This design comes from an exercise in tuning for small area, a short achievable clock period and few clock cycles on the open sky130 flow, not from production work.
Function was not checked in any run shown here: the RTL went through the layout flow alone.

==> design.v <==
package rse_pkg;
	localparam int STACK_DEPTH = 64;
	localparam int WORD_W      = 32;
	localparam int SYM_W       = 8;
	localparam int CNT_W       = $clog2(STACK_DEPTH + 1);
	localparam logic [SYM_W-1:0] CH_PLUS  = 8'h2B;
	localparam logic [SYM_W-1:0] CH_MINUS = 8'h2D;
	localparam logic [SYM_W-1:0] CH_STAR  = 8'h2A;
	localparam logic [SYM_W-1:0] CH_SLASH = 8'h2F;
	localparam logic [SYM_W-1:0] CH_ZERO  = 8'h30;
	localparam logic [SYM_W-1:0] CH_NINE  = 8'h39;
endpackage
module rpn_stack_evaluator (
	input  logic                           clk,
	input  logic                           arst_n,
	input  logic                           s_tvalid,
	output logic                           s_tready,
	input  logic [rse_pkg::SYM_W-1:0]      s_tdata,    
	input  logic                           s_tlast,
	output logic                           m_tvalid,
	input  logic                           m_tready,
	output logic [rse_pkg::WORD_W-1:0]     m_tdata,    
	output logic                           m_tuser     
);
	localparam int W   = rse_pkg::WORD_W;
	localparam int D   = rse_pkg::STACK_DEPTH;
	localparam int CW  = rse_pkg::CNT_W;
	localparam int K   = 6;           
	localparam int R   = D - K;       
	localparam int PHW = 6;
	localparam logic [1:0] S_CH  = 2'd0;
	localparam logic [1:0] S_MUL = 2'd1;
	localparam logic [1:0] S_DIV = 2'd2;
	localparam logic [1:0] S_DNORM = 2'd3;
	function automatic logic [5:0] blen(input logic [W-1:0] x);
		blen = '0;
		for (int i = 0; i < W; i++) begin
			if (x[i]) begin
				blen = 6'(i + 1);
			end
		end
	endfunction
	function automatic logic [2:0] bdec(input logic [2:0] d);
		case (d)
			3'b001, 3'b010: bdec = 3'b001;
			3'b011:         bdec = 3'b010;
			3'b100:         bdec = 3'b110;
			3'b101, 3'b110: bdec = 3'b101;
			default:        bdec = 3'b000;
		endcase
	endfunction
	function automatic logic [W-1:0] bsel(input logic [2:0] c, input logic [W-1:0] m);
		logic [W-1:0] a;
		a = ({W{c[0]}} & m) | ({W{c[1]}} & {m[W-2:0], 1'b0});
		bsel = c[2] ? ~a : a;
	endfunction
	logic          rdy;
	logic          bv;
	logic          blast;
	logic          bdig;
	logic          bplus;
	logic          bminus;
	logic          bstar;
	logic          bslash;
	logic [3:0]    bdv;
	logic          in_take;
	logic          in_dig;
	logic          in_plus;
	logic          in_minus;
	logic          in_star;
	logic          in_slash;
	logic          ld_p;
	logic          pv;
	logic          plast;
	logic          pdig;
	logic          pplus;
	logic          pminus;
	logic          pstar;
	logic          pslash;
	logic [3:0]    pdv;
	logic [CW-1:0] cnt;
	logic          c1;       
	logic          c2;       
	logic          ck;       
	logic          ckm;      
	logic          cfull;    
	logic          fok;      
	logic          sok;      
	logic [CW-1:0] phf_n;
	logic          in_num;
	logic          neg;
	logic          drop;
	logic          pend;
	logic          err;
	logic [1:0]    st;
	logic [W*K-1:0] tc;
	logic [W*R-1:0] ring;
	logic [PHW-1:0] ph;
	logic [CW-1:0]  phf;     
	logic [W+1:0]  wm;
	logic          bneg;    
	logic [W-1:0]  wn;
	logic [W-1:0]  wz;
	logic [2:0]    bd0;
	logic [2:0]    bd1;
	logic          mlast;
	logic          qs;
	logic [5:0]    la;
	logic [5:0]    lb;
	logic          dz;
	logic [5:0]    itc;
	logic [W-1:0]  t0;
	logic [W-1:0]  t1;
	logic [W-1:0]  tk;
	logic [W-1:0]  rout;
	logic [W-1:0]  t0m;
	logic [W-1:0]  t1m;
	logic [CW-1:0] cnt_pop;
	logic          fill_ok;
	logic          spill_ok;
	logic          spill;
	logic          go;
	logic          in_ch;
	logic          psep;
	logic          keep_dig;
	logic          pd_sub;
	logic          op2;
	logic          pd_keep;
	logic          do_push;
	logic          do_drop;
	logic          do_acc;
	logic          do_pop;
	logic          do_hold;
	logic          do_sep;
	logic          do_close;
	logic          mul_fin;
	logic          div_fin;
	logic          t0_we;
	logic          consume;
	logic          alu_sub;
	logic [CW-1:0] cnt_n;
	logic          in_num_n;
	logic          neg_n;
	logic          drop_n;
	logic          pend_n;
	logic          err_n;
	logic [1:0]    st_n;
	logic [W-1:0]  alu_res;
	logic [W-1:0]  acc_x;
	logic [W-1:0]  acc_d;
	logic [W-1:0]  add_a;
	logic [W-1:0]  add_b;
	logic [W-1:0]  add_c;
	logic [W-1:0]  t0_new;
	logic [W-1:0]  pp0;
	logic [W-1:0]  pp1;
	logic [W-1:0]  mul_sum;
	logic [W-1:0]  mcs_s;
	logic [W-1:0]  pp1x;
	logic [W-1:0]  mcs_c;
	logic          mswap;
	logic [W-1:0]  mn;
	logic [W-1:0]  abs_a;
	logic [5:0]    l1;
	logic [5:0]    l0;
	logic [5:0]    dk;
	logic          bz;
	logic [W+1:0]  trial;
	logic          ge;
	logic [W-1:0]  qv;
	logic [W-2:0]  negz;
	logic [W-1:0]  div_res;
	assign t0      = tc[W-1:0];
	assign t1      = tc[2*W-1:W];
	assign tk      = tc[W*K-1:W*(K-1)];
	assign rout    = ring[W*R-1:W*(R-1)];
	assign t0m     = c1 ? t0 : '0;
	assign t1m     = c2 ? t1 : '0;
	assign cnt_pop = c2 ? (cnt - CW'(1)) : CW'(1);
	assign fill_ok  = ck || fok;
	assign spill_ok = ckm || sok;
	assign phf_n    = (ph == PHW'(R - 1)) ? CW'(K + 1) : (phf + CW'(1));
	assign alu_sub = pend || pminus;
	assign add_a   = pdig ? (acc_x << 3) : t1m;
	assign add_b   = pdig ? (acc_x << 1) : (alu_sub ? ~t0m : t0m);
	assign add_c   = pdig ? acc_d : W'(alu_sub);
	assign alu_res = add_a + add_b + add_c;
	assign acc_x   = in_num ? t0 : '0;
	assign acc_d   = (in_num ? neg : pend) ? (W'(0) - W'(pdv)) : W'(pdv);
	assign pp0     = bsel(bd0, wm[W-1:0]);
	assign pp1x    = bsel(bd1, wm[W-1:0]);
	assign pp1     = {pp1x[W-3:0], bd1[2], bd1[2]};
	assign mcs_s   = wz ^ pp0 ^ pp1;
	assign mcs_c   = (wz & pp0) | (wz & pp1) | (pp0 & pp1);
	assign mul_sum = mcs_s + {mcs_c[W-2:0], bd0[2]} + W'(bd1[2]);
	assign l1      = blen(t1m ^ {W{t1m[W-1]}});
	assign l0      = blen(t0m ^ {W{t0m[W-1]}});
	assign mswap   = (l1 < l0);
	assign mn      = mswap ? t1m : t0m;
	assign abs_a   = t1m[W-1] ? (W'(0) - t1m) : t1m;
	assign bz      = (t0m == '0);
	assign dk      = (dz || (la < lb)) ? 6'd0 : (la - lb);
	assign trial   = bneg ? ({2'b00, wn} + wm) : ({2'b00, wn} - wm);
	assign ge      = !trial[W+1];
	assign qv      = {wz[W-2:0], ge};
	assign negz    = (W-1)'(0) - wz[W-2:0];
	always_comb begin
		if (dz) begin
			div_res = '0;
		end else if (!qs) begin
			div_res = qv;
		end else if (ge) begin
			div_res = {~wz[W-2:0], 1'b1};
		end else begin
			div_res = {negz, 1'b0};
		end
	end
	assign psep     = !(pdig || pplus || pminus || pstar || pslash);
	assign keep_dig = drop || (!in_num && cfull);
	always_comb begin
		case (st)
			S_MUL:   t0_new = mul_sum;
			S_DIV:   t0_new = div_res;
			default: begin
				if (pdig) begin
					t0_new = keep_dig ? t0 : alu_res;
				end else if (psep && !pend) begin
					t0_new = t0;
				end else begin
					t0_new = alu_res;
				end
			end
		endcase
	end
	assign go        = pv && !(plast && m_tvalid);
	assign in_ch     = go && (st == S_CH);
	assign pd_sub    = pend && !pdig;
	assign op2       = pplus || (pminus && plast);
	assign pd_keep   = op2 || pstar || pslash;
	assign do_push   = in_ch && pdig && !in_num && !cfull && spill_ok;
	assign do_drop   = in_ch && pdig && !in_num && cfull;
	assign do_acc    = in_ch && pdig && in_num;
	assign do_pop    = in_ch && fill_ok && (pd_sub || (!pend && pd_keep));
	assign do_hold   = in_ch && !pend && pminus && !plast;
	assign do_sep    = in_ch && !pend && psep;
	assign do_close  = do_hold || do_sep || (do_pop && !pend);
	assign mul_fin   = (st == S_MUL) && mlast;
	assign div_fin   = (st == S_DIV) && (itc == '0);
	assign spill     = do_push && !ckm;
	assign t0_we     = do_push || do_pop || (do_acc && !drop) || mul_fin || div_fin;
	assign consume   = do_push || do_drop || do_acc || do_hold || do_sep || mul_fin || div_fin
		|| (do_pop && (pend ? !pd_keep : op2));
	always_comb begin
		cnt_n    = cnt;
		in_num_n = in_num;
		neg_n    = neg;
		drop_n   = drop;
		pend_n   = pend;
		err_n    = err || (div_fin && dz);
		st_n     = st;
		if (do_push) begin
			cnt_n = cnt + CW'(1);
		end else if (do_pop) begin
			cnt_n = cnt_pop;
		end
		if (do_push || do_drop) begin
			in_num_n = 1'b1;
			neg_n    = pend;
			drop_n   = do_drop;
			pend_n   = 1'b0;
		end else if (do_close) begin
			in_num_n = 1'b0;
			neg_n    = 1'b0;
			drop_n   = 1'b0;
		end
		if (do_hold) begin
			pend_n = 1'b1;
		end else if (do_pop && pend) begin
			pend_n = pminus && !plast;
		end
		case (st)
			S_CH: begin
				if (do_pop && !pend && pstar) begin
					st_n = S_MUL;
				end else if (do_pop && !pend && pslash) begin
					st_n = S_DNORM;
				end
			end
			S_MUL:   st_n = mlast ? S_CH : S_MUL;
			S_DNORM: st_n = S_DIV;
			default: st_n = (itc == '0) ? S_CH : S_DIV;
		endcase
	end
	assign s_tready = rdy;
	assign in_take  = s_tvalid && rdy;
	assign in_dig   = (s_tdata >= rse_pkg::CH_ZERO) && (s_tdata <= rse_pkg::CH_NINE);
	assign in_plus  = (s_tdata == rse_pkg::CH_PLUS);
	assign in_minus = (s_tdata == rse_pkg::CH_MINUS);
	assign in_star  = (s_tdata == rse_pkg::CH_STAR);
	assign in_slash = (s_tdata == rse_pkg::CH_SLASH);
	assign ld_p     = !pv || consume;
	always_ff @(posedge clk) begin
		ring <= {ring[W*(R-1)-1:0], (spill ? tk : rout)};
		if (t0_we) begin
			tc[W-1:0] <= t0_new;
		end
		if (do_push) begin
			tc[W*K-1:W] <= tc[W*(K-1)-1:0];
		end else if (do_pop) begin
			tc[W*K-1:W] <= {rout, tc[W*K-1:2*W]};
		end
	end
	always_ff @(posedge clk) begin
		if (st == S_CH) begin
			wz <= '0;
			if (pstar) begin
				wm    <= {2'b00, mswap ? t0m : t1m};
				wn    <= mn;
				bd0   <= mswap ? bdec({t1m[1:0], 1'b0}) : bdec({t0m[1:0], 1'b0});
				bd1   <= mswap ? bdec(t1m[3:1]) : bdec(t0m[3:1]);
				mlast <= mswap ? (l1 <= 6'd3) : (l0 <= 6'd3);
			end else begin
				wn    <= abs_a;
				wm    <= {{2{t0[W-1]}}, t0};
				la    <= l1 + 6'(t1m[W-1]);
				lb    <= l0;
				bneg  <= t0[W-1];
				qs    <= t1m[W-1] ^ t0m[W-1];
				dz    <= bz;
			end
		end else begin
			case (st)
				S_DNORM: begin
					wm  <= wm << dk;
					itc <= dk;
				end
				S_MUL: begin
					wm    <= {wm[W-3:0], 4'b0000};
					wn    <= {{4{wn[W-1]}}, wn[W-1:4]};
					wz    <= mul_sum;
					bd0   <= bdec(wn[5:3]);
					bd1   <= bdec(wn[7:5]);
					mlast <= (&wn[W-1:7]) || !(|wn[W-1:7]);
				end
				default: begin
					if (ge) begin
						wn <= trial[W-1:0];
					end
					wm  <= {wm[W+1], wm[W+1:1]};
					wz  <= qv;
					itc <= itc - 6'd1;
				end
			endcase
		end
	end
	always_ff @(posedge clk or negedge arst_n) begin
		if (!arst_n) begin
			rdy      <= 1'b0;
			bv       <= 1'b0;
			blast    <= 1'b0;
			bdig     <= 1'b0;
			bplus    <= 1'b0;
			bminus   <= 1'b0;
			bstar    <= 1'b0;
			bslash   <= 1'b0;
			bdv      <= '0;
			pv       <= 1'b0;
			plast    <= 1'b0;
			pdig     <= 1'b0;
			pplus    <= 1'b0;
			pminus   <= 1'b0;
			pstar    <= 1'b0;
			pslash   <= 1'b0;
			pdv      <= '0;
			cnt      <= '0;
			c1       <= 1'b0;
			c2       <= 1'b0;
			ck       <= 1'b1;
			ckm      <= 1'b1;
			cfull    <= 1'b0;
			fok      <= 1'b0;
			sok      <= 1'b0;
			in_num   <= 1'b0;
			neg      <= 1'b0;
			drop     <= 1'b0;
			pend     <= 1'b0;
			err      <= 1'b0;
			st       <= S_CH;
			ph       <= '0;
			phf      <= CW'(K + 1);
			m_tvalid <= 1'b0;
			m_tdata  <= '0;
			m_tuser  <= 1'b0;
		end else begin
			ph  <= (ph == PHW'(R - 1)) ? '0 : (ph + PHW'(1));
			phf <= phf_n;
			if (ld_p) begin
				if (bv) begin
					pv     <= 1'b1;
					plast  <= blast;
					pdig   <= bdig;
					pplus  <= bplus;
					pminus <= bminus;
					pstar  <= bstar;
					pslash <= bslash;
					pdv    <= bdv;
				end else begin
					pv     <= in_take;
					plast  <= s_tlast;
					pdig   <= in_dig;
					pplus  <= in_plus;
					pminus <= in_minus;
					pstar  <= in_star;
					pslash <= in_slash;
					pdv    <= s_tdata[3:0];
				end
			end
			if (in_take && (bv || !ld_p)) begin
				blast  <= s_tlast;
				bdig   <= in_dig;
				bplus  <= in_plus;
				bminus <= in_minus;
				bstar  <= in_star;
				bslash <= in_slash;
				bdv    <= s_tdata[3:0];
			end
			bv  <= ld_p ? (bv && in_take) : (bv || in_take);
			rdy <= !((ld_p ? (bv || in_take) : 1'b1) && (ld_p ? (bv && in_take) : (bv || in_take)));
			st <= st_n;
			if (consume && plast) begin
				m_tvalid <= 1'b1;
				m_tdata  <= (err_n || (!c1 && !t0_we)) ? '0 : t0_new;
				m_tuser  <= err_n;
				cnt      <= '0;
				c1       <= 1'b0;
				c2       <= 1'b0;
				ck       <= 1'b1;
				ckm      <= 1'b1;
				cfull    <= 1'b0;
				fok      <= (phf_n == '0);
				sok      <= (phf_n == CW'(1));
				in_num   <= 1'b0;
				neg      <= 1'b0;
				drop     <= 1'b0;
				pend     <= 1'b0;
				err      <= 1'b0;
			end else begin
				if (m_tready) begin
					m_tvalid <= 1'b0;
				end
				cnt    <= cnt_n;
				c1     <= (cnt_n != '0);
				c2     <= (cnt_n > CW'(1));
				ck     <= (cnt_n <= CW'(K));
				ckm    <= (cnt_n < CW'(K));
				cfull  <= (cnt_n == CW'(D));
				fok    <= (cnt_n == phf_n);
				sok    <= (cnt_n == (phf_n - CW'(1)));
				in_num <= in_num_n;
				neg    <= neg_n;
				drop   <= drop_n;
				pend   <= pend_n;
				err    <= err_n;
			end
		end
	end
endmodule
==> flow/run.sh <==
#!/bin/bash
set -euo pipefail
bash standard.sh SETUP_SLACK_MARGIN=6 finish > flow_make.log 2>&1
==> standard.sh <==
#!/bin/bash
# synth_recipe.tcl (not shown) runs the flow's synth.tcl, then flattens the netlist and writes it again
# the make line also repeats each setting of config.mk as NAME=value (left out here)
make -C /OpenROAD-flow-scripts/flow DESIGN_CONFIG=/design/flow/config.mk WORK_HOME=/design/flow/orfs CLKGATE_MAP_FILE= SYNTH_SCRIPT=/design/flow/synth_recipe.tcl "${@:-finish}"
==> config.mk <==
export PLATFORM = sky130hd
export DESIGN_NAME = rpn_stack_evaluator
export DESIGN_NICKNAME = rpn_stack_evaluator
export VERILOG_FILES = /design/flow/design.v
export SDC_FILE = /design/flow/constraint.sdc
export NUM_CORES = 4
export LEC_CHECK = 0
export CAP_MARGIN = 20
export CORE_MARGIN = 2
export CORE_UTILIZATION = 40
export CTS_CLUSTER_DIAMETER = 100
export CTS_CLUSTER_SIZE = 25
export SLEW_MARGIN = 20
export TNS_END_PERCENT = 5
==> constraint.sdc <==
create_clock -name core_clock -period 10.0 [get_ports {clk}]
set_input_delay 2.0000 -clock core_clock [delete_from_list [all_inputs] [get_ports {clk}]]
set_output_delay 2.0000 -clock core_clock [all_outputs]
set_load 0.01 [all_outputs]
==> impl_metrics.py, run 1 <==
metrics = {
    "sta": {
        "slew_viol_final": 0,
        "grt_setup_unrepaired": "yes",
        "holdWs_ps": 263.8,
        "fmax_mhz": 208.6,
        "finalSetupViolations": 0,
        "hold_viol_final": 0,
        "finalCritPeriodShare": 0.4793,
        "finClkSkew_ps": 82.28,
        "fin_crit_ps": 4793,
        "slew_headroom": 0.2188,
        "worstMarginPinSlew_ps": 1142,
        "setup-tns-final_ps": 0,
    },
    "clock_tree": {
        "clock_latency_ps": 790,
        "cts_made_buffers": 108,
        "clock_path_buffers": 3,
        "cts_tree": "done",
        "cts_root_buf": "clkbuf_16",
        "clock_sinks": 2264,
        "cts_max_level": 3,
        "clk_pin_slew_worst_paths_ps": 110,
        "cts_hold_buf": 0,
    },
    "floorplan": {
        "ios": 48,
        "initial_core_util": 0.4032,
        "dieArea_sq_um": 183600,
        "chipHeight_um": 428.5,
        "core_region_area_sq_um": 178800,
        "row_count": 155,
        "fp.dieW_um": 428.5,
    },
    "placement": {
        "io_buffers": 47,
        "place_congestion": 0.9534,
        "post_dp_cell_area_sq_um": 74950,
        "hpwl_mm": 122.0,
    },
    "run": {
        "drv_cap": 0,
    },
    "run_status": {
        "status": "no timing/DRC/antenna violations",
    },
    "layout": {
        "final_core_util": 0.4556,
        "multi_input_area_sq_um": 23420,
        "drive_above_1_share": 0.1153,
        "fin_nets": 6469,
        "area_growth_pct": 13.00,
        "post-route-cell-area_sq_um": 81460,
        "ff_latch_area_sq_um": 48360,
        "fillerInstances": 16380,
    },
    "logic_synthesis": {
        "synth-edff-count": 252,
        "synth_area_leader_cell": "dfxtp_1",
        "syn_area_per_cell_sq_um": 11.66,
        "synth_area_leaders": "dfxtp_1 53%, edfxtp_1 10%, nand2_1 4.7%, dfrtp_1 3.0%, ha_1 2.2%",
        "synthFlopType": "dfxtp_1",
        "syn-num-nets": 6384,
        "synth_common_cells": "1921 x dfxtp_1, 894 x nand2_1, 297 x clkbuf_1",
        "synth.most_common_cell": "dfxtp_1",
        "synth_cells": 6181,
        "syn_area_sq_um": 72090,
        "synth_top_area_frac": 0.5334,
        "synth_seq_cells": 2264,
        "yosysWarnings": 1,
        "yosysSeqAreaShare": 0.6701,
        "async_flop_share": 0.04019,
        "yosysUniqueCellTypes": 98,
    },
    "detailed_routing": {
        "vias": 45390,
        "drtAntennaViolNets": 0,
        "wl_met2_mm": 79.14,
        "post_drt_via_cell_ratio": 5.240,
        "wirelength_met1_mm": 87.16,
        "wl_mm": 186.8,
        "dr.pass1.iters": 8,
        "routed-wl-met3_mm": 12.05,
        "drt_iter0_drc": 3940,
        "drc": 0,
        "wl_per_cell_um": 21.56,
        "top_layer": "met5",
    },
    "critical_path": {
        "arrival_ps": 5400,
        "start_kind": "flop",
        "crit_chain": "ha_1, inv_1, fa_1, a21oi_1, o221ai_2, buf_4, and2_2, mux2i_1, mux2i_1, mux2_2, nor2_1, nor2_1, a2111oi_0, a21oi_1",
        "reg2reg_depth": 14,
        "endpoint_kind": "flop",
        "path_max_fanout": 35,
        "worst_ep_required_time_ps": 10610,
        "worstSetupPathType": "reg2reg",
        "cp_slowest_stage_delay_ps": 900,
        "crit_slowest_cell": "and2_2",
    },
    "global_route": {
        "overflow": 0,
        "grt_pass1_vias": 42970,
        "antenna_found_initial": 5,
        "grt_first_pass_wirelength_mm": 274.8,
        "grt_max_degree": 100,
        "grt_usage": 0.1948,
    },
    "worst_hold_path": {
        "whs_path_depth": 0,
        "hold_class": "reg2reg",
    },
}
cell usage in the layout, fill, tap and decap left out, types with 91 or more instances in the layout:
cell type and n:
buf_4 220, nand2_1 888, xor2_1 98, clkbuf_16 116, o21ai_0 226, xnor2_1 171, ha_1 104, a21oi_1 273
inv_1 108, nor3_1 91, dfxtp_1 1902, nor2_1 261, edfxtp_1 252, mux2i_1 94, nand3_1 104
per-stage QoR:
| stage | instances | setup slack, ps |
|---|---|---|
| floorplan | 6181 | 5178 |
| global placement | 8315 | 3726 |
| detailed placement | 8315 | 3750 |
| CTS | 8544 | 5235 |
| global route | 8662 | 5070 |
| finish | 8663 | 5207 |
metal layers:
| metal | global-route usage | vias to the layer above |
|---|---|---|
| li1 | - | 21350 |
| met2 | 0.2916 | 1512 |
| met1 | 0.2820 | 22160 |
| met3 | 0.02924 | 360 |
| met4 | 0.07803 | 6 |
| met5 | 0 | - |
repair_timing:
action	CTS	global route
endpoints found under the setup margin	303	421
cloned	8	9
resized for setup	178	167
buffers inserted	70	109
pin swaps	54	64
kinds of logic (layout without fill, tap and decap cells):
logic type                 count (synthesis)  count (layout)  synth area share
DFF                                     2264            2264            0.6701
and+or+nand+nor                         1684            1685            0.1043
AOI/OAI and AO/OA                       1146            1149            0.1044
buffers and inverters                    463             585           0.02442
xor gates and xnor gates                 276             276           0.03374
adders and majority gates                190             190           0.03985
muxes                                    158             158           0.02324
other                                      0               1                 0
path summary, 6_finish.rpt:
path | start | end | slack (ps)
worst max-delay path | lb[0]$_DFFE_PP_ | wm[10]$_DFF_P_ | 5210
worst min-delay path | ring[1777]$_DFF_P_ | ring[1809]$_DFF_P_ | 260
worst max register to register | lb[0]$_DFFE_PP_ | wm[10]$_DFF_P_ | 5210
worst min register to register | ring[1777]$_DFF_P_ | ring[1809]$_DFF_P_ | 260
max in group asynchronous | arst_n | c2$_DFF_PN0_ | 7540
min in group asynchronous | arst_n | fok$_DFF_PN0_ | 1100
registers in the layout (all words and copies together), names as in the netlist, 2 cells and up:
register / count
ring: 1856
tc: 192
wm: 34
m_tdata: 32
wn: 32
wz: 32
cnt: 7
phf: 7
itc: 6
la: 6
ph: 6
lb: 5
bdv: 4
pdv: 4
bd0: 3
bd1: 3
st: 2
area by class of cell:
cell class,count,area share
antenna,1,0.00003072
clock buffer,128,0.03434
clock inverter,23,0.004946
inverter,117,0.005514
multi-input combinational,3458,0.2875
sequential,2264,0.5936
tap,2355,0.03617
timing repair buffer,317,0.03789
worst max-delay path, delay by kind of cell, from the launching register on:
kind                     cells  cell delay (ps)
buffers and inverters        2              340
multiplexers                 3             1010
AND/OR/NAND/NOR              3             1080
AO/OA/AOI/OAI                4             1380
adder cells (fa/ha/maj)      2              410
flip-flops                   1              380
==> run 2: changes to the inputs <==
--- a/design.v
+++ b/design.v
@@ -149,7 +149,5 @@
 	logic [W-1:0]  acc_x;
 	logic [W-1:0]  acc_d;
-	logic [W-1:0]  add_a;
-	logic [W-1:0]  add_b;
-	logic [W-1:0]  add_c;
+	logic [W-1:0]  acc_res;
 	logic [W-1:0]  t0_new;
 	logic [W-1:0]  pp0;
@@ -182,10 +180,8 @@
 	assign phf_n    = (ph == PHW'(R - 1)) ? CW'(K + 1) : (phf + CW'(1));
 	assign alu_sub = pend || pminus;
-	assign add_a   = pdig ? (acc_x << 3) : t1m;
-	assign add_b   = pdig ? (acc_x << 1) : (alu_sub ? ~t0m : t0m);
-	assign add_c   = pdig ? acc_d : W'(alu_sub);
-	assign alu_res = add_a + add_b + add_c;
+	assign alu_res = t1m + (alu_sub ? ~t0m : t0m) + W'(alu_sub);
 	assign acc_x   = in_num ? t0 : '0;
 	assign acc_d   = (in_num ? neg : pend) ? (W'(0) - W'(pdv)) : W'(pdv);
+	assign acc_res = (acc_x << 3) + (acc_x << 1) + acc_d;
 	assign pp0     = bsel(bd0, wm[W-1:0]);
 	assign pp1x    = bsel(bd1, wm[W-1:0]);
@@ -224,5 +220,5 @@
 			default: begin
 				if (pdig) begin
-					t0_new = keep_dig ? t0 : alu_res;
+					t0_new = keep_dig ? t0 : acc_res;
 				end else if (psep && !pend) begin
 					t0_new = t0;
==> run 2 against run 1 <==
Against the previous run:
- area after synthesis grew 2.9%
- non-clock buffer count shrank 54
- wire length grew 4.8%
- flip-flop and latch count is the same
- critical path type unchanged
- critical endpoint is now m_tdata[19]$_DFFE_PN0P_
- largest cell class unchanged
==> impl_metrics.py, run 2 <==
metrics = {
    "logic_synthesis": {
        "synth_area_leaders": "dfxtp_1 52%, edfxtp_1 10%, nand2_1 4.4%, dfrtp_1 2.9%, ha_1 2.6%",
        "yosysWarnings": 1,
        "synth.most_common_cell": "dfxtp_1",
        "syn-num-nets": 6694,
        "synthFlopType": "dfxtp_1",
        "synth_seq_cells": 2264,
        "yosysUniqueCellTypes": 101,
        "async_flop_share": 0.04019,
        "synth_common_cells": "1921 x dfxtp_1, 879 x nand2_1, 320 x nor2_1",
        "syn_area_per_cell_sq_um": 11.48,
        "syn_area_sq_um": 74210,
        "synth_cells": 6462,
        "synth_top_area_frac": 0.5182,
        "synth-edff-count": 252,
        "yosysSeqAreaShare": 0.6510,
        "synth_area_leader_cell": "dfxtp_1",
    },
    "layout": {
        "largestRegisters": "ring: 1856 flops, tc: 192 flops, wm: 34 flops",
        "final_cell_mix": "1903 x dfxtp_1, 872 x nand2_1, 306 x nor2_1, 302 x a21oi_1, 252 x edfxtp_1",
        "largest_register_ffs": 1856,
        "ff_latch_area_sq_um": 48350,
        "drive_above_1_share": 0.1005,
        "final_common_cell": "dfxtp_1",
        "fin_nets": 6724,
        "fillerInstances": 17050,
        "multi_input_area_sq_um": 25340,
        "regMostFlops": "ring",
        "area_growth_pct": 12.15,
    },
    "placement": {
        "hpwl_mm": 131.6,
        "io_buffers": 47,
        "place_congestion": 0.9815,
    },
    "detailed_routing": {
        "dr.pass1.iters": 6,
        "drt_iter0_drc": 4715,
        "drc": 0,
        "vias": 47430,
        "wl_mm": 195.7,
        "wl_per_cell_um": 21.70,
        "post_drt_via_cell_ratio": 5.258,
        "drtAntennaViolNets": 0,
    },
    "sta": {
        "finalSetupViolations": 0,
        "slew_viol_final": 0,
        "fmax_mhz": 201.2,
        "setup-tns-final_ps": 0,
        "slew_headroom": 0.2496,
        "worstMarginPinSlew_ps": 1110,
        "hold_viol_final": 0,
        "fin_crit_ps": 4969,
        "finClkSkew_ps": 56.27,
        "grt_setup_unrepaired": "yes",
        "finalCritPeriodShare": 0.4969,
    },
    "global_route": {
        "grt_max_degree": 135,
        "overflow": 0,
        "grt_first_pass_wirelength_mm": 288.8,
        "grt_pass1_vias": 44690,
        "antenna_found_initial": 0,
        "grt_usage": 0.1990,
    },
    "critical_path": {
        "arrival_ps": 5690,
        "start_kind": "flop",
        "crit_chain": "a22oi_1, xnor2_1, fa_1, ha_1, a21o_1, a21o_1, a2111o_1, o22ai_1, a21oi_1, a31oi_1, mux2i_2, o211ai_1, a211oi_1, a22o_1",
        "cp_slowest_stage_delay_ps": 860,
        "worst_ep_required_time_ps": 10720,
        "path_max_fanout": 14,
        "endpoint_kind": "flop",
        "crit_slowest_cell": "dfxtp_1",
        "path_buf_inv": 0,
        "cpMostUsedCell": "a21o_1",
        "crit_family": "compound AO/OA/AOI/OAI gates",
        "worstSetupPathType": "reg2reg",
    },
    "clock_tree": {
        "cts_hold_buf": 0,
        "clock_path_buffers": 3,
        "cts_tree": "done",
        "clk_pin_slew_worst_paths_ps": 110,
        "cts_root_buf": "clkbuf_16",
        "clock_sinks": 2264,
        "clock_latency_ps": 800,
        "cts_made_buffers": 108,
        "cts_max_level": 3,
    },
    "floorplan": {
        "row_count": 158,
        "ios": 48,
        "dieArea_sq_um": 189000,
        "core_region_area_sq_um": 184800,
        "fp.dieW_um": 434.7,
        "chipHeight_um": 434.7,
        "initial_core_util": 0.4015,
    },
    "worst_hold_path": {
        "hold_class": "reg2reg",
    },
    "run": {
        "drv_cap": 0,
    },
    "run_status": {
        "status": "no timing/DRC/antenna violations",
    },
}
run 2: stage by stage:
| stage | setup slack [ps] | hold WS (ps) | util | instance area (sq um) | instances |
|---|---|---|---|---|---|
| 2_1_floorplan | 5168 | 309.6 | - | 74510 | 6462 |
| 3_3_place_gp | 3996 | 309.8 | 0.4191 | 77460 | 8724 |
| 3_5_place_dp | 3977 | 312.1 | 0.4191 | 77470 | 8724 |
| 4_1_cts | 5161 | 312.1 | 0.4435 | 81980 | 8960 |
| 5_1_grt | 4954 | 314.7 | 0.4502 | 83210 | 9017 |
| 6_report | 5031 | 314.1 | 0.4503 | 83220 | 9021 |
run 2: worst paths after layout:
check	start	to	slack [ps]	cells past startpoint
setup / recovery	wm[7]$_DFF_P_	m_tdata[19]$_DFFE_PN0P_	5030	14
hold / removal	ring[856]$_DFF_P_	ring[888]$_DFF_P_	310	0
setup reg to reg	wm[7]$_DFF_P_	m_tdata[19]$_DFFE_PN0P_	5030	14
hold reg to reg	ring[856]$_DFF_P_	ring[888]$_DFF_P_	310	0
max in group asynchronous	arst_n	st[1]$_DFFE_PN0P_	7660	2
min in group asynchronous	arst_n	pv$_DFFE_PN0N_	1220	1
run 2: logic make-up after synthesis:
| group | after synthesis | share of synthesized area |
|---|---|---|
| xor+xnor | 295 | 0.03482 |
| simple gates | 1800 | 0.1107 |
| fa+ha+maj | 219 | 0.04340 |
| buf+inv | 512 | 0.02615 |
| compound gates | 1166 | 0.1051 |
| flops | 2264 | 0.6510 |
| mux | 206 | 0.02893 |
run 2: what timing repair did:
item	CTS	global route
cloned	5	11
gates resized for setup	132	135
setup buffers	76	45
pin swaps	61	41
endpoints found under the setup margin	332	420
run 2: per-layer routing:
metal	vias up	wire length (um)	GRT usage
li1	22220	-	-
met1	23140	90630	0.2910
met2	1737	82890	0.2923
met3	339	15090	0.03790
met4	0	7121	0.07025
met5	-	0	0
run 2: area by class of cell:
class / instances / area share
Timing Repair Buffer: 263 / 0.03085
Tap cell: 2480 / 0.03728
Inverter: 164 / 0.007532
Multi-Input combinational cell: 3691 / 0.3045
Clock buffer: 131 / 0.03353
Antenna cell: 4 / 0.0001203
Clock inverter: 24 / 0.005187
Sequential cell: 2264 / 0.5810

-- what the ideal ports hide --
The flow's constraints put no driver on any port. The routed layouts listed below were extracted and timed again, unchanged, in two steps.
Step 1 (the two cells are an assumption about what drives the block):
set clk [get_ports {clk}]
set_driving_cell -lib_cell sky130_fd_sc_hd__clkbuf_16 $clk
set_driving_cell -lib_cell sky130_fd_sc_hd__buf_2 [delete_from_list [all_inputs] $clk]
Step 2, shift: input delay + t, output delay - t, t = (earliest + latest rising clock arrival at the registers) / 2. This alone moves slack from input paths to output paths.
Three values: ideal ports, drivers, drivers and shift; two values: the first two.
run	t, ns	slack for setup (ns)	worst setup path at the end	slew at the worst register clock pin (ns)
run 1	0.832	5.207 / 5.207 / 5.207	register to register	0.11 / 0.11
run 2	0.859	5.031 / 5.031 / 5.031	register to register	0.11 / 0.11
After both steps setup and hold are still met in every run listed.
